This design comes from an exercise in tuning for small area, a short achievable clock period and few clock cycles on the open sky130 flow, not from production work. No run shown here included a check of the RTL's function; only the layout flow was run.

### design.v
module conv_rescaler #(
    parameter int NB_PIXEL = 19,
    parameter int NB_COUNT = 32,
    parameter int NB_OUT   = 8,
    parameter int NB_FRAC  = 16
) (
    input  logic                clock,
    input  logic                reset,
    input  logic                i_extremesValid,
    input  logic [NB_PIXEL-1:0] i_maxValue,
    input  logic [NB_PIXEL-1:0] i_minValue,
    input  logic [NB_COUNT-1:0] i_imageSize,
    input  logic                i_valid,
    input  logic [NB_PIXEL-1:0] i_convValue,
    output logic                o_ready,
    output logic [NB_OUT-1:0]   o_pixel,
    output logic                o_valid,
    output logic                o_endSignal
);
    localparam int NB_R     = NB_PIXEL;
    localparam int NB_SCALE = NB_OUT + NB_FRAC;           
    localparam int LC       = 10;                         
    localparam logic [NB_SCALE-1:0] DIVIDEND = {{NB_OUT{1'b1}}, {NB_FRAC{1'b0}}};
    logic                 busy_q, init_q, prep_q, div_q, run_q;
    logic                 init_d, prep_d, div_d, run_d;
    logic                 v0_q, l0_q, v1_q, l1_q, v2_q, l2_q, v3_q, e3_q;
    logic [NB_PIXEL:0]    c_q;        
    logic [NB_PIXEL-1:0]  min_q;
    logic [NB_R-1:0]      range_q;
    logic [NB_COUNT-1:0]  count_q;    
    logic [NB_SCALE-1:0]  scale_q;
    logic [NB_R-1:0]      d_q;        
    logic [NB_SCALE-1:LC] psa_q, psb_q, psc_q;
    logic                 pc1_q, pc2_q;
    logic [NB_OUT-1:0]    pixel_q;
    logic idle, accept, last_acc, lone_end, start;
    logic [NB_PIXEL:0]    delta;      
    logic                 d_neg, d_big, span_ok;   
    logic [NB_R-1:0]      d_clamp;
    logic [NB_R-1:0]      rem_next;
    logic                 q_bit, dbit_next;
    logic [NB_R-1:0]      lead;       
    logic [NB_R-1:0]      rem_init;
    logic [NB_SCALE-1:0]  ra, rb, rc;
    logic [LC-1:0]        lo_s, lo_c;
    logic                 lo_co;
    logic [NB_SCALE-LC-1:0] hi_s, hi_c, hi_sum;
    logic [NB_COUNT-1:0]  count_dec;
    logic [NB_PIXEL+1:0]  be_c, be_m, be_r, bcs_s, bcs_c, bsum;
    assign idle     = !busy_q;
    assign accept   = i_valid && run_q;
    assign last_acc = accept && (count_q == NB_COUNT'(1));
    assign start    = idle && i_extremesValid;
    assign lone_end = start && (i_imageSize == '0);
    cr_add #(NB_PIXEL + 1) u_delta (
        .a(c_q), .b(~{min_q[NB_PIXEL-1], min_q}), .ci(1'b1),
        .s(delta), .co());
    assign d_neg   = delta[NB_PIXEL];
    assign span_ok = (range_q != '0);
    assign be_c  = {c_q[NB_PIXEL] && !div_q, c_q};
    assign be_m  = div_q ? '0 : ~{{2{min_q[NB_PIXEL-1]}}, min_q};
    assign be_r  = ~{2'b00, range_q};
    assign bcs_s = be_c ^ be_m ^ be_r;
    assign bcs_c = (be_c & be_m) | (be_c & be_r) | (be_m & be_r);
    cr_add #(NB_PIXEL + 2) u_big (.a(bcs_s), .b({bcs_c[NB_PIXEL:0], 1'b0}), .ci(1'b1), .s(bsum), .co());
    assign d_big = !bsum[NB_PIXEL+1];
    always_comb begin
        d_clamp = delta[NB_R-1:0];
        if (d_neg)
            d_clamp = '0;
        else if (d_big)
            d_clamp = range_q;
    end
    always_comb begin
        for (int i = 0; i < NB_R; i++) begin
            lead[i] = range_q[i];
            for (int j = i + 1; j < NB_R; j++)
                if (range_q[j]) lead[i] = 1'b0;
        end
        for (int i = 0; i < NB_R; i++) begin
            rem_init[i] = 1'b0;
            for (int j = i + 1; j <= i + NB_OUT && j < NB_R; j++)
                rem_init[i] = rem_init[i] | lead[j];
        end
    end
    assign q_bit     = !bsum[NB_PIXEL+1];
    assign rem_next  = q_bit ? bsum[NB_R-1:0] : c_q[NB_R-1:0];
    assign dbit_next = (scale_q[NB_SCALE-2:NB_OUT-1] == '0);
    cr_add #(NB_COUNT) u_cnt (.a(count_q), .b('1), .ci(1'b0), .s(count_dec), .co());
    cr_mul u_mul (.a(scale_q), .b(d_q), .ra(ra), .rb(rb), .rc(rc));
    assign lo_s = ra[LC-1:0] ^ rb[LC-1:0] ^ rc[LC-1:0];
    assign lo_c = (ra[LC-1:0] & rb[LC-1:0]) | (ra[LC-1:0] & rc[LC-1:0]) | (rb[LC-1:0] & rc[LC-1:0]);
    cr_add #(LC) u_lo (.a(lo_s), .b({lo_c[LC-2:0], 1'b0}), .ci(1'b0), .s(), .co(lo_co));
    assign hi_s = psa_q ^ psb_q ^ psc_q;
    assign hi_c = (psa_q & psb_q) | (psa_q & psc_q) | (psb_q & psc_q);
    cr_add #(NB_SCALE - LC) u_hi (.a(hi_s), .b({hi_c[NB_SCALE-LC-2:0], pc1_q}), .ci(pc2_q), .s(hi_sum), .co());
    assign init_d = start && !lone_end;
    assign prep_d = init_q;
    assign div_d  = (prep_q && span_ok) || (div_q && !scale_q[NB_SCALE-1]);
    assign run_d  = (prep_q && !span_ok) || (div_q && scale_q[NB_SCALE-1]) || (run_q && !last_acc);
    always_ff @(posedge clock or negedge reset) begin
        if (!reset) begin
            busy_q <= 1'b0;
            init_q <= 1'b0;
            prep_q <= 1'b0;
            div_q  <= 1'b0;
            run_q  <= 1'b0;
            v0_q   <= 1'b0;
            l0_q   <= 1'b0;
            v1_q   <= 1'b0;
            l1_q   <= 1'b0;
            v2_q   <= 1'b0;
            l2_q   <= 1'b0;
            v3_q   <= 1'b0;
            e3_q   <= 1'b0;
        end else begin
            busy_q <= init_d || prep_d || div_d || run_d;
            init_q <= init_d;
            prep_q <= prep_d;
            div_q  <= div_d;
            run_q  <= run_d;
            v0_q   <= accept;
            l0_q   <= last_acc;
            v1_q   <= v0_q;
            l1_q   <= l0_q;
            v2_q   <= v1_q;
            l2_q   <= v1_q && l1_q;
            v3_q   <= v2_q;
            e3_q   <= l2_q || lone_end;
        end
    end
    always_ff @(posedge clock) begin
        if (idle)
            c_q <= {i_maxValue[NB_PIXEL-1], i_maxValue};
        else if (prep_q)
            c_q <= {rem_init, (lead[NB_R-1:NB_OUT] == '0)};
        else if (div_q)
            c_q <= {rem_next, dbit_next};
        else
            c_q <= {i_convValue[NB_PIXEL-1], i_convValue};
        if (idle) begin
            min_q   <= i_minValue;
            count_q <= i_imageSize;
        end else if (accept) begin
            count_q <= count_dec;
        end
        if (init_q)
            range_q <= d_neg ? '0 : delta[NB_R-1:0];    
        if (prep_q)
            scale_q <= NB_SCALE'(lead);            
        else if (div_q)
            scale_q <= {scale_q[NB_SCALE-2:0], q_bit};
        d_q <= d_clamp;
        psa_q   <= ra[NB_SCALE-1:LC];
        psb_q   <= rb[NB_SCALE-1:LC];
        psc_q   <= rc[NB_SCALE-1:LC];
        pc1_q   <= lo_c[LC-1];
        pc2_q   <= lo_co;
        pixel_q <= hi_sum[NB_SCALE-LC-1:NB_FRAC-LC];
    end
    assign o_ready     = run_q;
    assign o_pixel     = pixel_q;
    assign o_valid     = v3_q;
    assign o_endSignal = e3_q;
endmodule
module cr_add #(
    parameter int W = 8
) (
    input  logic [W-1:0] a,
    input  logic [W-1:0] b,
    input  logic         ci,
    output logic [W-1:0] s,
    output logic         co
);
    localparam int L = $clog2(W + 1);
    localparam int N = 1 << L;
    logic [N-1:0] g, p, x;
    always_comb begin
        x = '0;
        g = '0;
        p = '0;
        x[W-1:0] = a ^ b;
        g[W-1:0] = a & b;
        p[W-1:0] = x[W-1:0];
        g[0] = g[0] | (p[0] & ci);
        for (int d = 0; d < L; d++)
            for (int i = (2 << d) - 1; i < N; i += (2 << d)) begin
                g[i] = g[i] | (p[i] & g[i - (1 << d)]);
                p[i] = p[i] & p[i - (1 << d)];
            end
        for (int d = L - 2; d >= 0; d--)
            for (int i = 3 * (1 << d) - 1; i < N; i += (2 << d)) begin
                g[i] = g[i] | (p[i] & g[i - (1 << d)]);
                p[i] = p[i] & p[i - (1 << d)];
            end
        s[0] = x[0] ^ ci;
        for (int i = 1; i < W; i++)
            s[i] = x[i] ^ g[i - 1];
        co = g[W - 1];
    end
endmodule
module cr_mul (input logic [23:0] a, input logic [18:0] b, output logic [23:0] ra, output logic [23:0] rb, output logic [23:0] rc);
wire one0;
wire two0;
wire neg0;
wire pp1;
wire pp2;
wire pp3;
wire pp4;
wire pp5;
wire pp6;
wire pp7;
wire pp8;
wire pp9;
wire pp10;
wire pp11;
wire pp12;
wire pp13;
wire pp14;
wire pp15;
wire pp16;
wire pp17;
wire pp18;
wire pp19;
wire pp20;
wire pp21;
wire pp22;
wire pp23;
wire pp24;
wire one1;
wire two1;
wire neg1;
wire pp25;
wire pp26;
wire pp27;
wire pp28;
wire pp29;
wire pp30;
wire pp31;
wire pp32;
wire pp33;
wire pp34;
wire pp35;
wire pp36;
wire pp37;
wire pp38;
wire pp39;
wire pp40;
wire pp41;
wire pp42;
wire pp43;
wire pp44;
wire pp45;
wire pp46;
wire one2;
wire two2;
wire neg2;
wire pp47;
wire pp48;
wire pp49;
wire pp50;
wire pp51;
wire pp52;
wire pp53;
wire pp54;
wire pp55;
wire pp56;
wire pp57;
wire pp58;
wire pp59;
wire pp60;
wire pp61;
wire pp62;
wire pp63;
wire pp64;
wire pp65;
wire pp66;
wire one3;
wire two3;
wire neg3;
wire pp67;
wire pp68;
wire pp69;
wire pp70;
wire pp71;
wire pp72;
wire pp73;
wire pp74;
wire pp75;
wire pp76;
wire pp77;
wire pp78;
wire pp79;
wire pp80;
wire pp81;
wire pp82;
wire pp83;
wire pp84;
wire one4;
wire two4;
wire neg4;
wire pp85;
wire pp86;
wire pp87;
wire pp88;
wire pp89;
wire pp90;
wire pp91;
wire pp92;
wire pp93;
wire pp94;
wire pp95;
wire pp96;
wire pp97;
wire pp98;
wire pp99;
wire pp100;
wire one5;
wire two5;
wire neg5;
wire pp101;
wire pp102;
wire pp103;
wire pp104;
wire pp105;
wire pp106;
wire pp107;
wire pp108;
wire pp109;
wire pp110;
wire pp111;
wire pp112;
wire pp113;
wire pp114;
wire one6;
wire two6;
wire neg6;
wire pp115;
wire pp116;
wire pp117;
wire pp118;
wire pp119;
wire pp120;
wire pp121;
wire pp122;
wire pp123;
wire pp124;
wire pp125;
wire pp126;
wire one7;
wire two7;
wire neg7;
wire pp127;
wire pp128;
wire pp129;
wire pp130;
wire pp131;
wire pp132;
wire pp133;
wire pp134;
wire pp135;
wire pp136;
wire one8;
wire two8;
wire neg8;
wire pp137;
wire pp138;
wire pp139;
wire pp140;
wire pp141;
wire pp142;
wire pp143;
wire pp144;
wire one9;
wire two9;
wire neg9;
wire pp145;
wire pp146;
wire pp147;
wire pp148;
wire pp149;
wire pp150;
wire s151;
wire c152;
wire s153;
wire c154;
wire s155;
wire c156;
wire s157;
wire c158;
wire s159;
wire c160;
wire s161;
wire c162;
wire s163;
wire c164;
wire s165;
wire c166;
wire s167;
wire c168;
wire s169;
wire c170;
wire s171;
wire c172;
wire s173;
wire c174;
wire s175;
wire c176;
wire s177;
wire c178;
wire s179;
wire c180;
wire s181;
wire c182;
wire s183;
wire c184;
wire s185;
wire c186;
wire s187;
wire c188;
wire s189;
wire c190;
wire s191;
wire c192;
wire s193;
wire c194;
wire s195;
wire c196;
wire s197;
wire c198;
wire s199;
wire c200;
wire s201;
wire c202;
wire s203;
wire c204;
wire s205;
wire c206;
wire s207;
wire c208;
wire s209;
wire c210;
wire s211;
wire c212;
wire s213;
wire c214;
wire s215;
wire c216;
wire s217;
wire c218;
wire s219;
wire c220;
wire s221;
wire c222;
wire s223;
wire c224;
wire s225;
wire c226;
wire s227;
wire c228;
wire s229;
wire c230;
wire s231;
wire c232;
wire s233;
wire c234;
wire s235;
wire c236;
wire s237;
wire c238;
wire s239;
wire c240;
wire s241;
wire c242;
wire s243;
wire c244;
wire s245;
wire c246;
wire s247;
wire c248;
wire s249;
wire c250;
wire s251;
wire c252;
wire s253;
wire c254;
wire s255;
wire c256;
wire s257;
wire c258;
wire s259;
wire c260;
wire s261;
wire c262;
wire s263;
wire c264;
wire s265;
wire c266;
wire s267;
wire c268;
wire s269;
wire c270;
wire s271;
wire c272;
wire s273;
wire c274;
wire s275;
wire c276;
wire s277;
wire c278;
wire s279;
wire c280;
wire s281;
wire c282;
wire s283;
wire c284;
wire s285;
wire c286;
wire s287;
wire c288;
wire s289;
wire c290;
wire s291;
wire c292;
wire s293;
wire c294;
wire s295;
wire c296;
wire s297;
wire c298;
wire s299;
wire c300;
wire s301;
wire c302;
wire s303;
wire c304;
wire s305;
wire c306;
wire s307;
wire c308;
wire s309;
wire c310;
wire s311;
wire c312;
wire s313;
wire c314;
wire s315;
wire c316;
wire s317;
wire c318;
wire s319;
wire c320;
wire s321;
wire c322;
wire s323;
wire c324;
wire s325;
wire c326;
wire s327;
wire c328;
wire s329;
wire c330;
wire s331;
wire c332;
wire x333;
wire x334;
wire x335;
wire x336;
wire x337;
wire x338;
wire x339;
wire x340;
wire x341;
wire x342;
wire x343;
wire x344;
wire x345;
wire x346;
assign one0 = b[0] ^ 1'b0;
assign two0 = (b[1] & ~b[0] & ~1'b0) | (~b[1] & b[0] & 1'b0);
assign neg0 = b[1];
assign pp1 = ((one0 & a[0])) ^ neg0;
assign pp2 = ((one0 & a[1]) | (two0 & a[0])) ^ neg0;
assign pp3 = ((one0 & a[2]) | (two0 & a[1])) ^ neg0;
assign pp4 = ((one0 & a[3]) | (two0 & a[2])) ^ neg0;
assign pp5 = ((one0 & a[4]) | (two0 & a[3])) ^ neg0;
assign pp6 = ((one0 & a[5]) | (two0 & a[4])) ^ neg0;
assign pp7 = ((one0 & a[6]) | (two0 & a[5])) ^ neg0;
assign pp8 = ((one0 & a[7]) | (two0 & a[6])) ^ neg0;
assign pp9 = ((one0 & a[8]) | (two0 & a[7])) ^ neg0;
assign pp10 = ((one0 & a[9]) | (two0 & a[8])) ^ neg0;
assign pp11 = ((one0 & a[10]) | (two0 & a[9])) ^ neg0;
assign pp12 = ((one0 & a[11]) | (two0 & a[10])) ^ neg0;
assign pp13 = ((one0 & a[12]) | (two0 & a[11])) ^ neg0;
assign pp14 = ((one0 & a[13]) | (two0 & a[12])) ^ neg0;
assign pp15 = ((one0 & a[14]) | (two0 & a[13])) ^ neg0;
assign pp16 = ((one0 & a[15]) | (two0 & a[14])) ^ neg0;
assign pp17 = ((one0 & a[16]) | (two0 & a[15])) ^ neg0;
assign pp18 = ((one0 & a[17]) | (two0 & a[16])) ^ neg0;
assign pp19 = ((one0 & a[18]) | (two0 & a[17])) ^ neg0;
assign pp20 = ((one0 & a[19]) | (two0 & a[18])) ^ neg0;
assign pp21 = ((one0 & a[20]) | (two0 & a[19])) ^ neg0;
assign pp22 = ((one0 & a[21]) | (two0 & a[20])) ^ neg0;
assign pp23 = ((one0 & a[22]) | (two0 & a[21])) ^ neg0;
assign pp24 = ((one0 & a[23]) | (two0 & a[22])) ^ neg0;
assign one1 = b[2] ^ b[1];
assign two1 = (b[3] & ~b[2] & ~b[1]) | (~b[3] & b[2] & b[1]);
assign neg1 = b[3];
assign pp25 = ((one1 & a[0])) ^ neg1;
assign pp26 = ((one1 & a[1]) | (two1 & a[0])) ^ neg1;
assign pp27 = ((one1 & a[2]) | (two1 & a[1])) ^ neg1;
assign pp28 = ((one1 & a[3]) | (two1 & a[2])) ^ neg1;
assign pp29 = ((one1 & a[4]) | (two1 & a[3])) ^ neg1;
assign pp30 = ((one1 & a[5]) | (two1 & a[4])) ^ neg1;
assign pp31 = ((one1 & a[6]) | (two1 & a[5])) ^ neg1;
assign pp32 = ((one1 & a[7]) | (two1 & a[6])) ^ neg1;
assign pp33 = ((one1 & a[8]) | (two1 & a[7])) ^ neg1;
assign pp34 = ((one1 & a[9]) | (two1 & a[8])) ^ neg1;
assign pp35 = ((one1 & a[10]) | (two1 & a[9])) ^ neg1;
assign pp36 = ((one1 & a[11]) | (two1 & a[10])) ^ neg1;
assign pp37 = ((one1 & a[12]) | (two1 & a[11])) ^ neg1;
assign pp38 = ((one1 & a[13]) | (two1 & a[12])) ^ neg1;
assign pp39 = ((one1 & a[14]) | (two1 & a[13])) ^ neg1;
assign pp40 = ((one1 & a[15]) | (two1 & a[14])) ^ neg1;
assign pp41 = ((one1 & a[16]) | (two1 & a[15])) ^ neg1;
assign pp42 = ((one1 & a[17]) | (two1 & a[16])) ^ neg1;
assign pp43 = ((one1 & a[18]) | (two1 & a[17])) ^ neg1;
assign pp44 = ((one1 & a[19]) | (two1 & a[18])) ^ neg1;
assign pp45 = ((one1 & a[20]) | (two1 & a[19])) ^ neg1;
assign pp46 = ((one1 & a[21]) | (two1 & a[20])) ^ neg1;
assign one2 = b[4] ^ b[3];
assign two2 = (b[5] & ~b[4] & ~b[3]) | (~b[5] & b[4] & b[3]);
assign neg2 = b[5];
assign pp47 = ((one2 & a[0])) ^ neg2;
assign pp48 = ((one2 & a[1]) | (two2 & a[0])) ^ neg2;
assign pp49 = ((one2 & a[2]) | (two2 & a[1])) ^ neg2;
assign pp50 = ((one2 & a[3]) | (two2 & a[2])) ^ neg2;
assign pp51 = ((one2 & a[4]) | (two2 & a[3])) ^ neg2;
assign pp52 = ((one2 & a[5]) | (two2 & a[4])) ^ neg2;
assign pp53 = ((one2 & a[6]) | (two2 & a[5])) ^ neg2;
assign pp54 = ((one2 & a[7]) | (two2 & a[6])) ^ neg2;
assign pp55 = ((one2 & a[8]) | (two2 & a[7])) ^ neg2;
assign pp56 = ((one2 & a[9]) | (two2 & a[8])) ^ neg2;
assign pp57 = ((one2 & a[10]) | (two2 & a[9])) ^ neg2;
assign pp58 = ((one2 & a[11]) | (two2 & a[10])) ^ neg2;
assign pp59 = ((one2 & a[12]) | (two2 & a[11])) ^ neg2;
assign pp60 = ((one2 & a[13]) | (two2 & a[12])) ^ neg2;
assign pp61 = ((one2 & a[14]) | (two2 & a[13])) ^ neg2;
assign pp62 = ((one2 & a[15]) | (two2 & a[14])) ^ neg2;
assign pp63 = ((one2 & a[16]) | (two2 & a[15])) ^ neg2;
assign pp64 = ((one2 & a[17]) | (two2 & a[16])) ^ neg2;
assign pp65 = ((one2 & a[18]) | (two2 & a[17])) ^ neg2;
assign pp66 = ((one2 & a[19]) | (two2 & a[18])) ^ neg2;
assign one3 = b[6] ^ b[5];
assign two3 = (b[7] & ~b[6] & ~b[5]) | (~b[7] & b[6] & b[5]);
assign neg3 = b[7];
assign pp67 = ((one3 & a[0])) ^ neg3;
assign pp68 = ((one3 & a[1]) | (two3 & a[0])) ^ neg3;
assign pp69 = ((one3 & a[2]) | (two3 & a[1])) ^ neg3;
assign pp70 = ((one3 & a[3]) | (two3 & a[2])) ^ neg3;
assign pp71 = ((one3 & a[4]) | (two3 & a[3])) ^ neg3;
assign pp72 = ((one3 & a[5]) | (two3 & a[4])) ^ neg3;
assign pp73 = ((one3 & a[6]) | (two3 & a[5])) ^ neg3;
assign pp74 = ((one3 & a[7]) | (two3 & a[6])) ^ neg3;
assign pp75 = ((one3 & a[8]) | (two3 & a[7])) ^ neg3;
assign pp76 = ((one3 & a[9]) | (two3 & a[8])) ^ neg3;
assign pp77 = ((one3 & a[10]) | (two3 & a[9])) ^ neg3;
assign pp78 = ((one3 & a[11]) | (two3 & a[10])) ^ neg3;
assign pp79 = ((one3 & a[12]) | (two3 & a[11])) ^ neg3;
assign pp80 = ((one3 & a[13]) | (two3 & a[12])) ^ neg3;
assign pp81 = ((one3 & a[14]) | (two3 & a[13])) ^ neg3;
assign pp82 = ((one3 & a[15]) | (two3 & a[14])) ^ neg3;
assign pp83 = ((one3 & a[16]) | (two3 & a[15])) ^ neg3;
assign pp84 = ((one3 & a[17]) | (two3 & a[16])) ^ neg3;
assign one4 = b[8] ^ b[7];
assign two4 = (b[9] & ~b[8] & ~b[7]) | (~b[9] & b[8] & b[7]);
assign neg4 = b[9];
assign pp85 = ((one4 & a[0])) ^ neg4;
assign pp86 = ((one4 & a[1]) | (two4 & a[0])) ^ neg4;
assign pp87 = ((one4 & a[2]) | (two4 & a[1])) ^ neg4;
assign pp88 = ((one4 & a[3]) | (two4 & a[2])) ^ neg4;
assign pp89 = ((one4 & a[4]) | (two4 & a[3])) ^ neg4;
assign pp90 = ((one4 & a[5]) | (two4 & a[4])) ^ neg4;
assign pp91 = ((one4 & a[6]) | (two4 & a[5])) ^ neg4;
assign pp92 = ((one4 & a[7]) | (two4 & a[6])) ^ neg4;
assign pp93 = ((one4 & a[8]) | (two4 & a[7])) ^ neg4;
assign pp94 = ((one4 & a[9]) | (two4 & a[8])) ^ neg4;
assign pp95 = ((one4 & a[10]) | (two4 & a[9])) ^ neg4;
assign pp96 = ((one4 & a[11]) | (two4 & a[10])) ^ neg4;
assign pp97 = ((one4 & a[12]) | (two4 & a[11])) ^ neg4;
assign pp98 = ((one4 & a[13]) | (two4 & a[12])) ^ neg4;
assign pp99 = ((one4 & a[14]) | (two4 & a[13])) ^ neg4;
assign pp100 = ((one4 & a[15]) | (two4 & a[14])) ^ neg4;
assign one5 = b[10] ^ b[9];
assign two5 = (b[11] & ~b[10] & ~b[9]) | (~b[11] & b[10] & b[9]);
assign neg5 = b[11];
assign pp101 = ((one5 & a[0])) ^ neg5;
assign pp102 = ((one5 & a[1]) | (two5 & a[0])) ^ neg5;
assign pp103 = ((one5 & a[2]) | (two5 & a[1])) ^ neg5;
assign pp104 = ((one5 & a[3]) | (two5 & a[2])) ^ neg5;
assign pp105 = ((one5 & a[4]) | (two5 & a[3])) ^ neg5;
assign pp106 = ((one5 & a[5]) | (two5 & a[4])) ^ neg5;
assign pp107 = ((one5 & a[6]) | (two5 & a[5])) ^ neg5;
assign pp108 = ((one5 & a[7]) | (two5 & a[6])) ^ neg5;
assign pp109 = ((one5 & a[8]) | (two5 & a[7])) ^ neg5;
assign pp110 = ((one5 & a[9]) | (two5 & a[8])) ^ neg5;
assign pp111 = ((one5 & a[10]) | (two5 & a[9])) ^ neg5;
assign pp112 = ((one5 & a[11]) | (two5 & a[10])) ^ neg5;
assign pp113 = ((one5 & a[12]) | (two5 & a[11])) ^ neg5;
assign pp114 = ((one5 & a[13]) | (two5 & a[12])) ^ neg5;
assign one6 = b[12] ^ b[11];
assign two6 = (b[13] & ~b[12] & ~b[11]) | (~b[13] & b[12] & b[11]);
assign neg6 = b[13];
assign pp115 = ((one6 & a[0])) ^ neg6;
assign pp116 = ((one6 & a[1]) | (two6 & a[0])) ^ neg6;
assign pp117 = ((one6 & a[2]) | (two6 & a[1])) ^ neg6;
assign pp118 = ((one6 & a[3]) | (two6 & a[2])) ^ neg6;
assign pp119 = ((one6 & a[4]) | (two6 & a[3])) ^ neg6;
assign pp120 = ((one6 & a[5]) | (two6 & a[4])) ^ neg6;
assign pp121 = ((one6 & a[6]) | (two6 & a[5])) ^ neg6;
assign pp122 = ((one6 & a[7]) | (two6 & a[6])) ^ neg6;
assign pp123 = ((one6 & a[8]) | (two6 & a[7])) ^ neg6;
assign pp124 = ((one6 & a[9]) | (two6 & a[8])) ^ neg6;
assign pp125 = ((one6 & a[10]) | (two6 & a[9])) ^ neg6;
assign pp126 = ((one6 & a[11]) | (two6 & a[10])) ^ neg6;
assign one7 = b[14] ^ b[13];
assign two7 = (b[15] & ~b[14] & ~b[13]) | (~b[15] & b[14] & b[13]);
assign neg7 = b[15];
assign pp127 = ((one7 & a[0])) ^ neg7;
assign pp128 = ((one7 & a[1]) | (two7 & a[0])) ^ neg7;
assign pp129 = ((one7 & a[2]) | (two7 & a[1])) ^ neg7;
assign pp130 = ((one7 & a[3]) | (two7 & a[2])) ^ neg7;
assign pp131 = ((one7 & a[4]) | (two7 & a[3])) ^ neg7;
assign pp132 = ((one7 & a[5]) | (two7 & a[4])) ^ neg7;
assign pp133 = ((one7 & a[6]) | (two7 & a[5])) ^ neg7;
assign pp134 = ((one7 & a[7]) | (two7 & a[6])) ^ neg7;
assign pp135 = ((one7 & a[8]) | (two7 & a[7])) ^ neg7;
assign pp136 = ((one7 & a[9]) | (two7 & a[8])) ^ neg7;
assign one8 = b[16] ^ b[15];
assign two8 = (b[17] & ~b[16] & ~b[15]) | (~b[17] & b[16] & b[15]);
assign neg8 = b[17];
assign pp137 = ((one8 & a[0])) ^ neg8;
assign pp138 = ((one8 & a[1]) | (two8 & a[0])) ^ neg8;
assign pp139 = ((one8 & a[2]) | (two8 & a[1])) ^ neg8;
assign pp140 = ((one8 & a[3]) | (two8 & a[2])) ^ neg8;
assign pp141 = ((one8 & a[4]) | (two8 & a[3])) ^ neg8;
assign pp142 = ((one8 & a[5]) | (two8 & a[4])) ^ neg8;
assign pp143 = ((one8 & a[6]) | (two8 & a[5])) ^ neg8;
assign pp144 = ((one8 & a[7]) | (two8 & a[6])) ^ neg8;
assign one9 = b[18] ^ b[17];
assign two9 = (1'b0 & ~b[18] & ~b[17]) | (~1'b0 & b[18] & b[17]);
assign neg9 = 1'b0;
assign pp145 = (one9 & a[0]);
assign pp146 = (one9 & a[1]) | (two9 & a[0]);
assign pp147 = (one9 & a[2]) | (two9 & a[1]);
assign pp148 = (one9 & a[3]) | (two9 & a[2]);
assign pp149 = (one9 & a[4]) | (two9 & a[3]);
assign pp150 = (one9 & a[5]) | (two9 & a[4]);
assign s151 = pp17 ^ pp39;
assign c152 = pp17 & pp39;
assign s153 = pp18 ^ pp40;
assign c154 = pp18 & pp40;
assign s155 = pp19 ^ pp41 ^ pp61;
assign c156 = (pp19 & pp41) | (pp19 & pp61) | (pp41 & pp61);
assign s157 = pp20 ^ pp42 ^ pp62;
assign c158 = (pp20 & pp42) | (pp20 & pp62) | (pp42 & pp62);
assign s159 = pp21 ^ pp43 ^ pp63;
assign c160 = (pp21 & pp43) | (pp21 & pp63) | (pp43 & pp63);
assign s161 = pp22 ^ pp44 ^ pp64;
assign c162 = (pp22 & pp44) | (pp22 & pp64) | (pp44 & pp64);
assign s163 = pp23 ^ pp45 ^ pp65;
assign c164 = (pp23 & pp45) | (pp23 & pp65) | (pp45 & pp65);
assign s165 = pp11 ^ pp33;
assign c166 = pp11 & pp33;
assign s167 = pp12 ^ pp34;
assign c168 = pp12 & pp34;
assign s169 = pp13 ^ pp35 ^ pp55;
assign c170 = (pp13 & pp35) | (pp13 & pp55) | (pp35 & pp55);
assign s171 = pp73 ^ pp89;
assign c172 = pp73 & pp89;
assign s173 = pp14 ^ pp36 ^ pp56;
assign c174 = (pp14 & pp36) | (pp14 & pp56) | (pp36 & pp56);
assign s175 = pp74 ^ pp90;
assign c176 = pp74 & pp90;
assign s177 = pp15 ^ pp37 ^ pp57;
assign c178 = (pp15 & pp37) | (pp15 & pp57) | (pp37 & pp57);
assign s179 = pp75 ^ pp91 ^ pp105;
assign c180 = (pp75 & pp91) | (pp75 & pp105) | (pp91 & pp105);
assign s181 = pp117 ^ pp127;
assign c182 = pp117 & pp127;
assign s183 = pp16 ^ pp38 ^ pp58;
assign c184 = (pp16 & pp38) | (pp16 & pp58) | (pp38 & pp58);
assign s185 = pp76 ^ pp92 ^ pp106;
assign c186 = (pp76 & pp92) | (pp76 & pp106) | (pp92 & pp106);
assign s187 = pp118 ^ pp128;
assign c188 = pp118 & pp128;
assign s189 = pp59 ^ pp77 ^ pp93;
assign c190 = (pp59 & pp77) | (pp59 & pp93) | (pp77 & pp93);
assign s191 = pp107 ^ pp119 ^ pp129;
assign c192 = (pp107 & pp119) | (pp107 & pp129) | (pp119 & pp129);
assign s193 = pp137 ^ neg8 ^ s151;
assign c194 = (pp137 & neg8) | (pp137 & s151) | (neg8 & s151);
assign s195 = pp60 ^ pp78 ^ pp94;
assign c196 = (pp60 & pp78) | (pp60 & pp94) | (pp78 & pp94);
assign s197 = pp108 ^ pp120 ^ pp130;
assign c198 = (pp108 & pp120) | (pp108 & pp130) | (pp120 & pp130);
assign s199 = pp138 ^ s153 ^ c152;
assign c200 = (pp138 & s153) | (pp138 & c152) | (s153 & c152);
assign s201 = pp79 ^ pp95 ^ pp109;
assign c202 = (pp79 & pp95) | (pp79 & pp109) | (pp95 & pp109);
assign s203 = pp121 ^ pp131 ^ pp139;
assign c204 = (pp121 & pp131) | (pp121 & pp139) | (pp131 & pp139);
assign s205 = pp145 ^ s155 ^ c154;
assign c206 = (pp145 & s155) | (pp145 & c154) | (s155 & c154);
assign s207 = pp80 ^ pp96 ^ pp110;
assign c208 = (pp80 & pp96) | (pp80 & pp110) | (pp96 & pp110);
assign s209 = pp122 ^ pp132 ^ pp140;
assign c210 = (pp122 & pp132) | (pp122 & pp140) | (pp132 & pp140);
assign s211 = pp146 ^ s157 ^ c156;
assign c212 = (pp146 & s157) | (pp146 & c156) | (s157 & c156);
assign s213 = pp81 ^ pp97 ^ pp111;
assign c214 = (pp81 & pp97) | (pp81 & pp111) | (pp97 & pp111);
assign s215 = pp123 ^ pp133 ^ pp141;
assign c216 = (pp123 & pp133) | (pp123 & pp141) | (pp133 & pp141);
assign s217 = pp147 ^ s159 ^ c158;
assign c218 = (pp147 & s159) | (pp147 & c158) | (s159 & c158);
assign s219 = pp82 ^ pp98 ^ pp112;
assign c220 = (pp82 & pp98) | (pp82 & pp112) | (pp98 & pp112);
assign s221 = pp124 ^ pp134 ^ pp142;
assign c222 = (pp124 & pp134) | (pp124 & pp142) | (pp134 & pp142);
assign s223 = pp148 ^ s161 ^ c160;
assign c224 = (pp148 & s161) | (pp148 & c160) | (s161 & c160);
assign s225 = pp83 ^ pp99 ^ pp113;
assign c226 = (pp83 & pp99) | (pp83 & pp113) | (pp99 & pp113);
assign s227 = pp125 ^ pp135 ^ pp143;
assign c228 = (pp125 & pp135) | (pp125 & pp143) | (pp135 & pp143);
assign s229 = pp149 ^ s163 ^ c162;
assign c230 = (pp149 & s163) | (pp149 & c162) | (s163 & c162);
assign s231 = pp7 ^ pp29;
assign c232 = pp7 & pp29;
assign s233 = pp8 ^ pp30;
assign c234 = pp8 & pp30;
assign s235 = pp9 ^ pp31 ^ pp51;
assign c236 = (pp9 & pp31) | (pp9 & pp51) | (pp31 & pp51);
assign s237 = pp69 ^ pp85;
assign c238 = pp69 & pp85;
assign s239 = pp10 ^ pp32 ^ pp52;
assign c240 = (pp10 & pp32) | (pp10 & pp52) | (pp32 & pp52);
assign s241 = pp70 ^ pp86;
assign c242 = pp70 & pp86;
assign s243 = pp53 ^ pp71 ^ pp87;
assign c244 = (pp53 & pp71) | (pp53 & pp87) | (pp71 & pp87);
assign s245 = pp101 ^ neg5 ^ s165;
assign c246 = (pp101 & neg5) | (pp101 & s165) | (neg5 & s165);
assign s247 = pp54 ^ pp72 ^ pp88;
assign c248 = (pp54 & pp72) | (pp54 & pp88) | (pp72 & pp88);
assign s249 = pp102 ^ s167 ^ c166;
assign c250 = (pp102 & s167) | (pp102 & c166) | (s167 & c166);
assign s251 = pp103 ^ pp115 ^ neg6;
assign c252 = (pp103 & pp115) | (pp103 & neg6) | (pp115 & neg6);
assign s253 = s169 ^ s171 ^ c168;
assign c254 = (s169 & s171) | (s169 & c168) | (s171 & c168);
assign s255 = pp104 ^ pp116 ^ s173;
assign c256 = (pp104 & pp116) | (pp104 & s173) | (pp116 & s173);
assign s257 = s175 ^ c170 ^ c172;
assign c258 = (s175 & c170) | (s175 & c172) | (c170 & c172);
assign s259 = neg7 ^ s177 ^ s179;
assign c260 = (neg7 & s177) | (neg7 & s179) | (s177 & s179);
assign s261 = s181 ^ c174 ^ c176;
assign c262 = (s181 & c174) | (s181 & c176) | (c174 & c176);
assign s263 = s183 ^ s185 ^ s187;
assign c264 = (s183 & s185) | (s183 & s187) | (s185 & s187);
assign s265 = c178 ^ c180 ^ c182;
assign c266 = (c178 & c180) | (c178 & c182) | (c180 & c182);
assign s267 = s189 ^ s191 ^ s193;
assign c268 = (s189 & s191) | (s189 & s193) | (s191 & s193);
assign s269 = c184 ^ c186 ^ c188;
assign c270 = (c184 & c186) | (c184 & c188) | (c186 & c188);
assign s271 = s195 ^ s197 ^ s199;
assign c272 = (s195 & s197) | (s195 & s199) | (s197 & s199);
assign s273 = c190 ^ c192 ^ c194;
assign c274 = (c190 & c192) | (c190 & c194) | (c192 & c194);
assign s275 = s201 ^ s203 ^ s205;
assign c276 = (s201 & s203) | (s201 & s205) | (s203 & s205);
assign s277 = c196 ^ c198 ^ c200;
assign c278 = (c196 & c198) | (c196 & c200) | (c198 & c200);
assign s279 = s207 ^ s209 ^ s211;
assign c280 = (s207 & s209) | (s207 & s211) | (s209 & s211);
assign s281 = c202 ^ c204 ^ c206;
assign c282 = (c202 & c204) | (c202 & c206) | (c204 & c206);
assign s283 = s213 ^ s215 ^ s217;
assign c284 = (s213 & s215) | (s213 & s217) | (s215 & s217);
assign s285 = c208 ^ c210 ^ c212;
assign c286 = (c208 & c210) | (c208 & c212) | (c210 & c212);
assign s287 = s219 ^ s221 ^ s223;
assign c288 = (s219 & s221) | (s219 & s223) | (s221 & s223);
assign s289 = c214 ^ c216 ^ c218;
assign c290 = (c214 & c216) | (c214 & c218) | (c216 & c218);
assign s291 = s225 ^ s227 ^ s229;
assign c292 = (s225 & s227) | (s225 & s229) | (s227 & s229);
assign s293 = c220 ^ c222 ^ c224;
assign c294 = (c220 & c222) | (c220 & c224) | (c222 & c224);
assign s295 = pp5 ^ pp27;
assign c296 = pp5 & pp27;
assign s297 = pp6 ^ pp28;
assign c298 = pp6 & pp28;
assign s299 = pp49 ^ pp67 ^ neg3;
assign c300 = (pp49 & pp67) | (pp49 & neg3) | (pp67 & neg3);
assign s301 = pp50 ^ pp68 ^ s233;
assign c302 = (pp50 & pp68) | (pp50 & s233) | (pp68 & s233);
assign s303 = neg4 ^ s235 ^ s237;
assign c304 = (neg4 & s235) | (neg4 & s237) | (s235 & s237);
assign s305 = s239 ^ s241 ^ c236;
assign c306 = (s239 & s241) | (s239 & c236) | (s241 & c236);
assign s307 = s243 ^ s245 ^ c240;
assign c308 = (s243 & s245) | (s243 & c240) | (s245 & c240);
assign s309 = s247 ^ s249 ^ c244;
assign c310 = (s247 & s249) | (s247 & c244) | (s249 & c244);
assign s311 = s251 ^ s253 ^ c248;
assign c312 = (s251 & s253) | (s251 & c248) | (s253 & c248);
assign s313 = s255 ^ s257 ^ c252;
assign c314 = (s255 & s257) | (s255 & c252) | (s257 & c252);
assign s315 = s259 ^ s261 ^ c256;
assign c316 = (s259 & s261) | (s259 & c256) | (s261 & c256);
assign s317 = s263 ^ s265 ^ c260;
assign c318 = (s263 & s265) | (s263 & c260) | (s265 & c260);
assign s319 = s267 ^ s269 ^ c264;
assign c320 = (s267 & s269) | (s267 & c264) | (s269 & c264);
assign s321 = s271 ^ s273 ^ c268;
assign c322 = (s271 & s273) | (s271 & c268) | (s273 & c268);
assign s323 = s275 ^ s277 ^ c272;
assign c324 = (s275 & s277) | (s275 & c272) | (s277 & c272);
assign s325 = s279 ^ s281 ^ c276;
assign c326 = (s279 & s281) | (s279 & c276) | (s281 & c276);
assign s327 = s283 ^ s285 ^ c280;
assign c328 = (s283 & s285) | (s283 & c280) | (s285 & c280);
assign s329 = s287 ^ s289 ^ c284;
assign c330 = (s287 & s289) | (s287 & c284) | (s289 & c284);
assign s331 = s291 ^ s293 ^ c288;
assign c332 = (s291 & s293) | (s291 & c288) | (s293 & c288);
assign x333 = pp24 ^ pp46;
assign x334 = pp66 ^ pp84;
assign x335 = pp100 ^ pp114;
assign x336 = pp126 ^ pp136;
assign x337 = pp144 ^ pp150;
assign x338 = x333 ^ x334;
assign x339 = x335 ^ x336;
assign x340 = x337 ^ x338;
assign x341 = x339 ^ c164;
assign x342 = c226 ^ c228;
assign x343 = x340 ^ x341;
assign x344 = x342 ^ x343;
assign x345 = c230 ^ x344;
assign x346 = x345 ^ c292;
assign ra = {c294, c290, c286, c282, c278, c274, c270, c266, c262, c258, c254, c250, c246, c242, c238, c234, c232, s231, pp48, pp47, pp4, pp3, pp2, pp1};
assign rb = {x346, s331, s329, s327, s325, s323, s321, s319, s317, s315, s313, s311, s309, s307, s305, s303, s301, s299, s297, neg2, pp26, pp25, 1'b0, neg0};
assign rc = {c332, c330, c328, c326, c324, c322, c320, c318, c316, c314, c312, c310, c308, c306, c304, c302, c300, c298, c296, s295, 1'b0, neg1, 1'b0, 1'b0};
endmodule
### flow/run.sh
#!/bin/bash
# Standard layout, with the port buffers made from the smallest plain buffer, a clock tree
# of clkbuf_8 buffers without dummy loads, and timing repair aiming 3.5 ns below the clock period.
set -euo pipefail
export BUFFER_PORTS_ARGS="-buffer_cell sky130_fd_sc_hd__buf_1"
export CTS_ARGS="-sink_clustering_enable -repair_clock_nets -dont_use_dummy_load -buf_list {sky130_fd_sc_hd__clkbuf_8}"
export SETUP_SLACK_MARGIN=5.5
bash standard.sh > standard_flow.log 2>&1
### standard.sh
#!/bin/bash
# synth_recipe.tcl (not shown) runs the flow's synth.tcl, then flattens the netlist and writes it again
# the make line also repeats each setting of config.mk as NAME=value (left out here)
make -C /OpenROAD-flow-scripts/flow DESIGN_CONFIG=/design/flow/config.mk WORK_HOME=/design/flow/orfs CLKGATE_MAP_FILE= SYNTH_SCRIPT=/design/flow/synth_recipe.tcl "${@:-finish}"
### config.mk
export PLATFORM = sky130hd
export DESIGN_NAME = conv_rescaler
export DESIGN_NICKNAME = conv_rescaler
export VERILOG_FILES = /design/flow/design.v
export SDC_FILE = /design/flow/constraint.sdc
export NUM_CORES = 4
export LEC_CHECK = 0
export ABC_CLOCK_PERIOD_IN_PS = 3500
export CAP_MARGIN = 20
export CORE_MARGIN = 2
export CORE_UTILIZATION = 40
export SLEW_MARGIN = 20
### constraint.sdc
create_clock -name core_clock -period 9.0 [get_ports {clock}]
set_input_delay 1.8000 -clock core_clock [delete_from_list [all_inputs] [get_ports {clock}]]
set_output_delay 1.8000 -clock core_clock [all_outputs]
set_load 0.01 [all_outputs]
==> out/results.tsv, run 1 <==
metric	value	unit
postSynthCellCount	1906	
cts.sinks	198	
hold_viol	0	
crit_required	9.36	ns
crit_path_end_kind	register	
ys_seq_area_frac	0.294	
max_slew_margin	0.251	
cap_violations	0	
detailed_place_hpwl	33700	um
ys.flop_type	dfxtp_1	
grt_remaining_overflow	0	
syn-num-nets	2220	
num_rows	74	
netlist_area	0.0167	mm^2
cpMostUsedCell	o211ai_1	
synth_top_family_by_area	adder cells	
wl	51300	um
crit_path_top_delay_cell	edfxtp_1	
cts_root_buf	clkbuf_8	
viasPerCell	5.74	
cts_buffer_depth	2	
diodes	0	
firstDrtPassIters	7	
grt.total_usage	0.230	
synthAdderAreaFrac	0.225	
dp.cells	2416	
syn_area_per_cell	8.78	um^2
cts_made_buffers	17	
syn_to_final_growth	15.9	%
synth-compound-area-share	0.200	
grt_setup_unrepaired	true	
slew_violations	0	
core_area	0.0411	mm^2
min_period_over_period	0.413	
outcome	timing/DRC/antenna clean	
postCtsHoldBufs	0	
drtAntennaViolNets	0	
ios	104	
worst_pin_slew	1.11	ns
cp_slowest_stage_delay	0.49	ns
synth_xor_area_frac	0.0529	
cp_max_fo	7	
synth_mux_area_frac	0.0188	
crit_arrival	4.07	ns
ys_ff_latch	198	
fin_skew	0.0520	ns
min_period	3.71	ns
crit_path_start_kind	register	
nets	2317	
whs	0.347	ns
cts_max_level	4	
crit_chain	or2_4 > fa_1 > inv_2 > fa_2 > a211oi_2 > o211ai_1 > o211ai_1 > a21oi_2 > o21a_1 > o211ai_1 > buf_4 > buf_4 > buf_12 > mux2i_2 > o21ai_1	
grt_pass1_wl	78200	um
path_clk_slew	0.10	ns
fin_setup_tns	0	ns
die_y	209	um
grt_pass1_vias	13820	
gp_congestion	0.895	
async_flop_share	0.0657	
yosys.area_share.simple	0.135	
drt_iter0_drc	1333	
clk_latency	0.52	ns
dieWidth	209	um
grt_antenna_before_repair	0	
final_util	0.472	
die-area	0.0435	mm^2
setup_viol	0	
route.detailed.drc	0	
synth_edf_count	89	
finalNonFillerCells	2533	
wl_per_cell	20.2	um
vias	14541	
initial_core_util	0.407	
cts_tree	yes	
synth_cell_type_count	71	
grt_max_degree	96	
fmax	269	MHz
worstSetupPathType	reg -> reg	
hold_class	reg -> reg	
io_buffers	103	
synth_warnings	6	
drive_above_1_share	0.146	
synthesized netlist by cell type, types with 4 or more instances:
library cell / count / area, um^2
nor3_1: 18 / 90.1
o21ai_1: 14 / 70.1
or2_0: 9 / 56.3
nand2_1: 153 / 574
clkbuf_1: 134 / 503
nor2_1: 230 / 863
a22oi_1: 84 / 631
a221oi_1: 36 / 315
edfxtp_1: 89 / 2670
a21o_1: 20 / 150
a21oi_1: 110 / 551
nand2b_1: 5 / 31.3
xnor2_1: 44 / 385
nand3_1: 17 / 85.1
nor2b_1: 5 / 31.3
buf_1: 15 / 56.3
xor2_1: 57 / 499
nand4_1: 6 / 37.5
and2_1: 20 / 125
dfxtp_1: 96 / 1920
dfrtp_1: 13 / 325
mux2i_1: 18 / 180
mux2_1: 9 / 101
o21ai_0: 120 / 601
inv_1: 171 / 642
fa_1: 133 / 2660
o22ai_1: 7 / 43.8
ha_1: 88 / 1100
o21a_1: 7 / 52.6
a211oi_1: 75 / 563
nor4_1: 18 / 113
or2_2: 4 / 25.0
o211ai_1: 9 / 67.6
and3_1: 7 / 43.8
o311ai_1: 4 / 35.0
registers in the layout, summed over array words and instances (netlist names), 8 cells and up:
register	count
psa_q	14
count_q	32
scale_q	24
min_q	19
range_q	19
psb_q	14
pixel_q	8
psc_q	14
c_q	20
d_q	19
worst paths after layout:
| check | start | end | slack (ns) | cells after the start |
|---|---|---|---|---|
| min in group asynchronous | reset | v1_q | 1.28 | 1 |
| min reg2reg | v2_q | v3_q | 0.35 | 0 |
| max reg2reg | min_q[1] | c_q[11] | 5.29 | 15 |
| min | v2_q | v3_q | 0.35 | 0 |
| max in group asynchronous | reset | busy_q | 7.18 | 1 |
| max | min_q[1] | c_q[11] | 5.29 | 15 |
per-layer routing:
metal / vias up / global-route usage / wire length [um] / part of all wire
li1: 6758 / - / - / -
met2: 668 / 0.369 / 24000 / 0.47
met1: 7010 / 0.319 / 21900 / 0.43
met4: 0 / 0.0754 / 1670 / 0.033
met3: 105 / 0.0326 / 3660 / 0.071
met5: - / 0 / 0 / 0
area by class of cell:
class	count	area [um^2]
clock buffer	17	234
fill	3943	21700
inverter	175	672
multi-input combinational	1381	11100
sequential	198	4950
tap	532	666
timing repair buffer	229	1760
timing repair inverter	1	7.51
repair_timing:
item / in CTS / in global routing
pin swaps: 38 / 67
buffers inserted: 36 / 48
endpoints found under the setup margin: 92 / 78
gates resized for setup: 95 / 118
gates cloned: 9 / 7
critical path: cells and delay by family, from the launching register on:
kind            cells  cell delay, ns
fa+ha+maj           2            0.86
flops               1            0.49
compound gates      7            1.19
buf+inv             4            0.51
simple gates        1            0.29
mux                 1            0.22
layout by cell type (no fill, tap or decap), types with 85 or more instances in the layout:
cell	n
edfxtp_1	89
fa_1	124
buf_1	103
inv_1	162
dfxtp_1	86
ha_1	85
nor2_1	199
nand2_1	149
a21oi_1	104
o21ai_0	108
logic make-up after synthesis:
logic type / count (synthesis)
flops: 198
mux: 30
simple gates: 512
compound gates: 515
xor+xnor: 101
buf+inv: 329
fa+ha+maj: 221
metrics by stage:
stage / cell area, um^2 / setup WS [ns]
floorplan: 16800 / 5.50
global placement: 17400 / 4.47
detailed placement: 17400 / 4.32
CTS: 18500 / 5.23
global route: 19400 / 5.15
finish: 19400 / 5.29
==> run 2, diff against run 1 <==
--- a/design.v
+++ b/design.v
@@ -27,3 +27,4 @@
     logic [NB_PIXEL:0]    c_q;        
-    logic [NB_PIXEL-1:0]  min_q;
+    logic [NB_PIXEL-1:0]  min_q, max_q;
+    logic                 gt_q;       
     logic [NB_R-1:0]      range_q;
@@ -48,3 +49,4 @@
     logic [NB_COUNT-1:0]  count_dec;
-    logic [NB_PIXEL+1:0]  be_c, be_m, be_r, bcs_s, bcs_c, bsum;
+    logic [NB_R:0]        dsum;
+    logic                 dsub_c, gt;
     assign idle     = !busy_q;
@@ -59,9 +61,6 @@
     assign span_ok = (range_q != '0);
-    assign be_c  = {c_q[NB_PIXEL] && !div_q, c_q};
-    assign be_m  = div_q ? '0 : ~{{2{min_q[NB_PIXEL-1]}}, min_q};
-    assign be_r  = ~{2'b00, range_q};
-    assign bcs_s = be_c ^ be_m ^ be_r;
-    assign bcs_c = (be_c & be_m) | (be_c & be_r) | (be_m & be_r);
-    cr_add #(NB_PIXEL + 2) u_big (.a(bcs_s), .b({bcs_c[NB_PIXEL:0], 1'b0}), .ci(1'b1), .s(bsum), .co());
-    assign d_big = !bsum[NB_PIXEL+1];
+    cr_add #(NB_PIXEL) u_gt (
+        .a({~i_convValue[NB_PIXEL-1], i_convValue[NB_PIXEL-2:0]}),
+        .b(~{~max_q[NB_PIXEL-1], max_q[NB_PIXEL-2:0]}), .ci(1'b0), .s(), .co(gt));
+    assign d_big = gt_q;
     always_comb begin
@@ -85,4 +84,5 @@
     end
-    assign q_bit     = !bsum[NB_PIXEL+1];
-    assign rem_next  = q_bit ? bsum[NB_R-1:0] : c_q[NB_R-1:0];
+    cr_add #(NB_R + 1) u_div (.a(c_q), .b(~{1'b0, range_q}), .ci(1'b1), .s(dsum), .co(dsub_c));
+    assign q_bit     = dsub_c;
+    assign rem_next  = q_bit ? dsum[NB_R-1:0] : c_q[NB_R-1:0];
     assign dbit_next = (scale_q[NB_SCALE-2:NB_OUT-1] == '0);
@@ -142,2 +142,3 @@
             min_q   <= i_minValue;
+            max_q   <= i_maxValue;
             count_q <= i_imageSize;
@@ -153,2 +154,3 @@
         d_q <= d_clamp;
+        gt_q <= gt;
         psa_q   <= ra[NB_SCALE-1:LC];
==> out/results.tsv, run 2 <==
metric	value	unit	change
outcome	timing/DRC/antenna clean		
grt_setup_unrepaired	true		
cpMostUsedCell	xnor2_1		
syn-num-nets	2289		+3.1%
hp-start	v0_q		
crit_path_top_delay_cell	fa_1		
rr_worst_depth	16		+1
largest_reg_flops	32		unchanged
crit_path_end_kind	register		
reg2reg_from	d_q[3]		
setup_viol	0		unchanged
regMostFlops	count_q		
cts_max_level	2		-2
cp_max_fo	7		unchanged
ios	104		unchanged
wl_met3	3950	um	+7.8%
reg.largest.list	count_q (32), scale_q (24), c_q (20)		
viasPerCell	5.66		-1.4%
vias	14987		+3.1%
diodes	0		unchanged
final_common_cell	nor2_1		
crit_chain	buf_12 > xor2_4 > and2_4 > a22oi_2 > o21ai_2 > fa_1 > inv_1 > fa_1 > fa_2 > xnor2_2 > xnor2_1 > xnor2_1 > xor2_1 > xnor2_1 > xnor2_1 > xnor2_1		
cts.sinks	218		+10%
synth_edf_count	108		+21%
crit_required	9.49	ns	+0.13 ns
grt_max_degree	65		-32%
synth_cell_type_count	70		-1.4%
crit_path_start_kind	register		
fin_skew	0.0899	ns	+0.0378 ns
firstDrtPassIters	6		-1
drt_iter0_drc	1349		+1.2%
grt_pass1_wl	80500	um	+3.0%
detailed_place_hpwl	36200	um	+7.2%
dp.cells	2537		+5.0%
nFillCells	4173		+5.8%
yosys-top-cells-count	nor2_1, nand2_1, inv_1, o21ai_0, clkbuf_1		
wl_met1	22300	um	+1.8%
wl_per_cell	19.6	um	-3.2%
wl_met2	23800	um	-0.88%
route.detailed.drc	0		unchanged
worst_pin_slew	0.964	ns	-0.150 ns
crit_arrival	4.17	ns	+0.10 ns
cts_tree	yes		
core_area	0.0430	mm^2	+4.6%
cts_made_buffers	42		+25
clk_latency	0.64	ns	+0.12 ns
final_cell_mix	nor2_1, nand2_1, inv_1, o21ai_0, a21oi_1		
grt_remaining_overflow	0		unchanged
postCtsHoldBufs	0		unchanged
yosysMostFrequentCell	nor2_1		
timing.hold.worst_path_depth	0		unchanged
worstSetupPathType	reg -> reg		
dieWidth	213	um	+2.0%
yosys.area.top_type	edfxtp_1		
num_rows	76		+2.7%
postSynthCellCount	1977		+3.7%
async_flop_share	0.0596		-0.00602
cts_root_buf	clkbuf_8		
grt_antenna_before_repair	0		unchanged
die-area	0.0452	mm^2	+3.9%
drive_above_1_share	0.134		-0.0126
netlist_top_cells_area	edfxtp_1, fa_1, dfxtp_1, ha_1, nor2_1		
grt.total_usage	0.230		+0.000466
max_slew_margin	0.357		+0.106
ys_ff_latch	218		+10%
wl	51900	um	+1.1%
synth_warnings	6		unchanged
netlist_area	0.0174	mm^2	+4.0%
gp_congestion	0.907		+1.3%
path_clk_slew	0.06	ns	-0.04 ns
io_buffers	103		unchanged
min_period_over_period	0.409		-0.00381
min_period	3.68	ns	-0.0343 ns
cap_violations	0		unchanged
synth_top_cell_area_share	0.186		+0.0266
grt_pass1_vias	14577		+5.5%
nets	2376		+2.5%
ys.flop_type	edfxtp_1		
cp_slowest_stage_delay	0.50	ns	about the same
ys_seq_area_frac	0.316		+0.0226
hold_path_end	v1_q		
hold_viol	0		unchanged
slew_violations	0		unchanged
syn_area_per_cell	8.81	um^2	+0.29%
finalNonFillerCells	2647		+4.5%
whs	0.338	ns	-0.00873 ns
drtAntennaViolNets	0		unchanged
fin_setup_tns	0	ns	unchanged
r2r_end	psb_q[23]		
r2r_setup_slack	5.32	ns	+0.03 ns
hold_class	reg -> reg		
fmax	272	MHz	+0.93%
initial_core_util	0.405		-0.00207
die_y	213	um	+2.0%
syn_to_final_growth	15.0	%	
top_layer_used	met4		
cts_buffer_depth	3		+1
run 2: cell types whose count changed after synthesis, moves of 16 or more:
cell / change
a211oi_1: -20
a21oi_1: +23
edfxtp_1: +19
fa_1: -19
ha_1: +17
inv_1: -16
nand2_1: +32
o21ai_0: +30
run 2: worst max-delay path by stage:
stage,start,to,slack [ns],cells after the start
6_report,d_q[3],psb_q[23],5.32,16
5_1_grt,d_q[3],psb_q[23],5.16,16
4_1_cts,d_q[5],psb_q[23],5.34,15
3_5_place_dp,d_q[3],psb_q[23],4.62,15
3_3_place_gp,d_q[3],psb_q[23],4.65,15
2_1_floorplan,d_q[1],psb_q[23],5.21,16
run 2: through the flow:
stage	utilization	setup WS, ns	instance area [um^2]
finish	0.466	5.32	20000
global route	0.466	5.16	20000
CTS	0.452	5.34	19400
detailed placement	0.424	4.62	18200
global placement	0.423	4.65	18200
floorplan	-	5.21	17500
run 2: final cells by class:
type                    count  area (um^2)  area share
clock buffers              42          578      0.0289
inverters                 158          602      0.0301
multi-input cells        1441        11200       0.559
flip-flops and latches    218         5530       0.276
well taps                 585          732      0.0365
repair buffers            203         1390      0.0695
run 2: cell families (layout without fill, tap and decap cells):
family                   count (synthesis)  in the layout  share of synthesized area
AO/OA/AOI/OAI                          550            550                      0.200
XOR/XNOR                                99             99                     0.0498
adder cells (fa/ha/maj)                227            227                      0.211
buffers and inverters                  320            403                     0.0697
flip-flops                             218            218                      0.316
multiplexers                            30             30                     0.0183
AND/OR/NAND/NOR                        533            535                      0.134
run 2: worst max-delay path: cells and delay by family, from the launching register on:
family          cells  cell delay (ns)
fa+ha+maj           3             1.36
xor+xnor            8             1.25
buf+inv             2             0.19
flops               1             0.34
simple gates        1             0.17
compound gates      2             0.25
run 2: routing by layer:
metal  vias to the layer above  track usage
li1                       7050            -
met2                       624        0.367
met1                      7206        0.314
met3                       107       0.0355
met4                         0       0.0907
met5                         -            0
run 2: what timing repair did:
item	in CTS	in global routing
setup endpoints to repair	65	53
setup buffers	40	21
gates resized for setup	76	95
cloned	5	2
pin swaps	26	42
==> run 3, diff against run 2 <==
==> flow/run.sh (replaced) <==
#!/bin/bash
# Standard layout, with the port buffers made from the smallest plain buffer and a clock tree
# of clkbuf_8 buffers without dummy loads.
set -euo pipefail
export BUFFER_PORTS_ARGS="-buffer_cell sky130_fd_sc_hd__buf_1"
export CTS_ARGS="-sink_clustering_enable -repair_clock_nets -dont_use_dummy_load -buf_list {sky130_fd_sc_hd__clkbuf_8}"
bash standard.sh > standard_flow.log 2>&1
--- a/config.mk
+++ b/config.mk
@@ -7,3 +7,3 @@
 export LEC_CHECK = 0
-export ABC_CLOCK_PERIOD_IN_PS = 3500
+export ABC_CLOCK_PERIOD_IN_PS = 4000
 export CAP_MARGIN = 20
@@ -11,2 +11,3 @@
 export CORE_UTILIZATION = 40
+export SETUP_SLACK_MARGIN = 5
 export SLEW_MARGIN = 20
==> out/results.tsv, run 3 <==
metric	value	unit	change
synth_top_cell_area_share	0.186		unchanged
cts_max_level	2		unchanged
io_buffers	103		unchanged
cts_buffer_depth	3		unchanged
postCtsHoldBufs	0		unchanged
vias	14668		-2.1%
crit_required	9.45	ns	-0.04 ns
syn-num-nets	2289		unchanged
synth_edf_count	108		unchanged
whs	0.346	ns	+0.00761 ns
async_flop_share	0.0596		unchanged
initial_core_util	0.405		unchanged
reg.largest.list	count_q (32), scale_q (24), c_q (20)		
route.detailed.drc	0		unchanged
ios	104		unchanged
grt_max_degree	68		+4.6%
netlist_top_cells_area	edfxtp_1, fa_1, dfxtp_1, ha_1, nor2_1		
hold_viol	0		unchanged
grt_remaining_overflow	0		unchanged
syn_to_final_growth	9.64	%	
grt_setup_unrepaired	false		
grt.total_usage	0.226		-0.00447
synth_cell_type_count	70		unchanged
cts_made_buffers	40		-4.8%
viasPerCell	5.64		-0.32%
slew_violations	0		unchanged
dieWidth	213	um	unchanged
gp_congestion	0.905		-0.19%
grt_pass1_wl	79200	um	-1.6%
dp.cells	2535		-0.079%
wl	50700	um	-2.2%
drive_above_1_share	0.0799		-0.0539
cp_max_fo	21		+14
yosys.area.top_type	edfxtp_1		
num_rows	76		unchanged
clk_latency	0.62	ns	-0.02 ns
path_clk_slew	0.06	ns	about the same
syn_area_per_cell	8.81	um^2	unchanged
worstSetupPathType	reg -> reg		
crit_arrival	4.26	ns	+0.09 ns
final_util	0.444		-0.0218
die-area	0.0452	mm^2	unchanged
yosysMostFrequentCell	nor2_1		
yosys-top-cells-count	nor2_1, nand2_1, inv_1, o21ai_0, clkbuf_1		
grt_antenna_before_repair	0		unchanged
ys_ff_latch	218		unchanged
firstDrtPassIters	6		unchanged
core_area	0.0430	mm^2	unchanged
cts_root_buf	clkbuf_8		
crit_path_start_kind	register		
crit_path_end_kind	register		
max_slew_margin	0.352		-0.00578
cts.sinks	218		unchanged
drtAntennaViolNets	0		unchanged
finalNonFillerCells	2599		-1.8%
min_period	3.81	ns	+0.132 ns
fin_skew	0.0818	ns	-0.00807 ns
wl_per_cell	19.5	um	-0.43%
min_period_over_period	0.423		+0.0147
regMostFlops	count_q		
nets	2328		-2.0%
diodes	0		unchanged
detailed_place_hpwl	36300	um	+0.43%
cap_violations	0		unchanged
ys.flop_type	edfxtp_1		
outcome	timing/DRC/antenna clean		
setup_viol	0		unchanged
hold_class	reg -> reg		
postSynthCellCount	1977		unchanged
ys_seq_area_frac	0.316		unchanged
worst_pin_slew	0.973	ns	+0.00867 ns
final_cell_mix	nor2_1, nand2_1, inv_1, o21ai_0, a21oi_1		
drt_iter0_drc	1344		-0.37%
fin_setup_tns	0	ns	unchanged
cts_tree	yes		
fmax	262	MHz	-3.5%
largest_reg_flops	32		unchanged
final_common_cell	nor2_1		
synth_warnings	6		unchanged
die_y	213	um	unchanged
grt_pass1_vias	14309		-1.8%
netlist_area	0.0174	mm^2	unchanged
==> run 3: cell counts after synthesis <==
Identical to the previous run, type by type.
==> run 3: area by class of cell <==
class / count / area, um^2
timing repair buffer: 159 / 891
inverter: 158 / 601
clock buffer: 40 / 551
multi-input combinational: 1439 / 10800
sequential: 218 / 5530
tap: 585 / 732
fill: 4220 / 23900
==> run 3: cell families after synthesis <==
logic type,count (synthesis),share of synthesized area
adder cells (fa/ha/maj),227,0.211
flip-flops,218,0.316
AO/OA/AOI/OAI,550,0.200
buffers and inverters,320,0.0697
AND/OR/NAND/NOR,533,0.134
multiplexers,30,0.0183
XOR/XNOR,99,0.0498
==> run 3: worst paths after layout <==
check                      startpoint  endpoint  slack, ns  cells after the start
min in group asynchronous       reset      e3_q       1.20                      1
max                        scale_q[0]     pc2_q       5.19                     13
max reg2reg                scale_q[0]     pc2_q       5.19                     13
min                              l0_q      l1_q       0.35                      0
max in group asynchronous       reset    busy_q       7.28                      1
min reg2reg                      l0_q      l1_q       0.35                      0
==> run 3: per-layer routing <==
metal  vias up  wire length [um]  part of all wire  global-route usage
met5         -                 0                 0                   0
met4         0              1670             0.033              0.0883
li1       6946                 -                 -                   -
met2       567             23100              0.46               0.354
met1      7051             22200              0.44               0.311
met3       104              3680             0.073              0.0386
==> run 3: what timing repair did <==
| item | CTS | global route |
|---|---|---|
| setup buffers | 4 | 20 |
| endpoints found under the setup margin | 22 | 41 |
| gates cloned | 0 | 0 |
| resized for setup | 14 | 37 |
| pin swaps | 0 | 3 |
==> run 3: per-stage QoR <==
step | setup slack, ns | area, um^2
6_report | 5.19 | 19100
5_1_grt | 5.00 | 19100
4_1_cts | 4.98 | 18800
3_5_place_dp | 4.24 | 18200
3_3_place_gp | 4.32 | 18200
2_1_floorplan | 5.02 | 17400
==> run 3: worst max-delay path, cell delays in order, from the launching register on <==
cell	delay, ns
edfxtp_1	0.33
buf_4	0.31
clkinvlp_4	0.44
a211oi_1	0.32
nor2_1	0.06
a221oi_1	0.25
ha_1	0.31
fa_1	0.52
inv_1	0.05
fa_1	0.49
inv_1	0.04
ha_1	0.30
a21oi_1	0.13
nand2_1	0.06

[re-timing with driven ports]
Ports are ideal in the flow. The routed layouts listed here were re-timed in OpenROAD. Step 1 sets driving cells, clkbuf_16 on the clock port and buf_2 on the other inputs (assumed; they add their load-dependent delay and slew). Step 2, shift: input delay + t, output delay - t, t = (earliest + latest rising clock arrival at the registers) / 2. This alone moves slack from input paths to output paths. Slacks: ideal ports / drivers / drivers and shift; pairs: ideal ports / drivers.
run | shift t [ns] | slack for setup (ns) | hold slack, ns | latest minus earliest clock arrival (ns) | worst register clock-pin slew, ns
run 1 | 0.551 | 5.287 / 5.287 / 5.287 | 0.347 / 0.347 / 0.347 | 0.054 / 0.054 | 0.12 / 0.12
run 2 | 0.650 | 5.321 / 5.321 / 5.023 | 0.338 / 0.338 / 0.338 | 0.089 / 0.090 | 0.06 / 0.06
run 3 | 0.627 | 5.189 / 5.189 / 5.189 | 0.346 / 0.346 / 0.346 | 0.084 / 0.084 | 0.07 / 0.07
After both steps setup and hold are still met in every run listed. The setup slack of run 2, which loses most, moves by 0.000 ns with the drivers and by -0.298 ns with both steps.
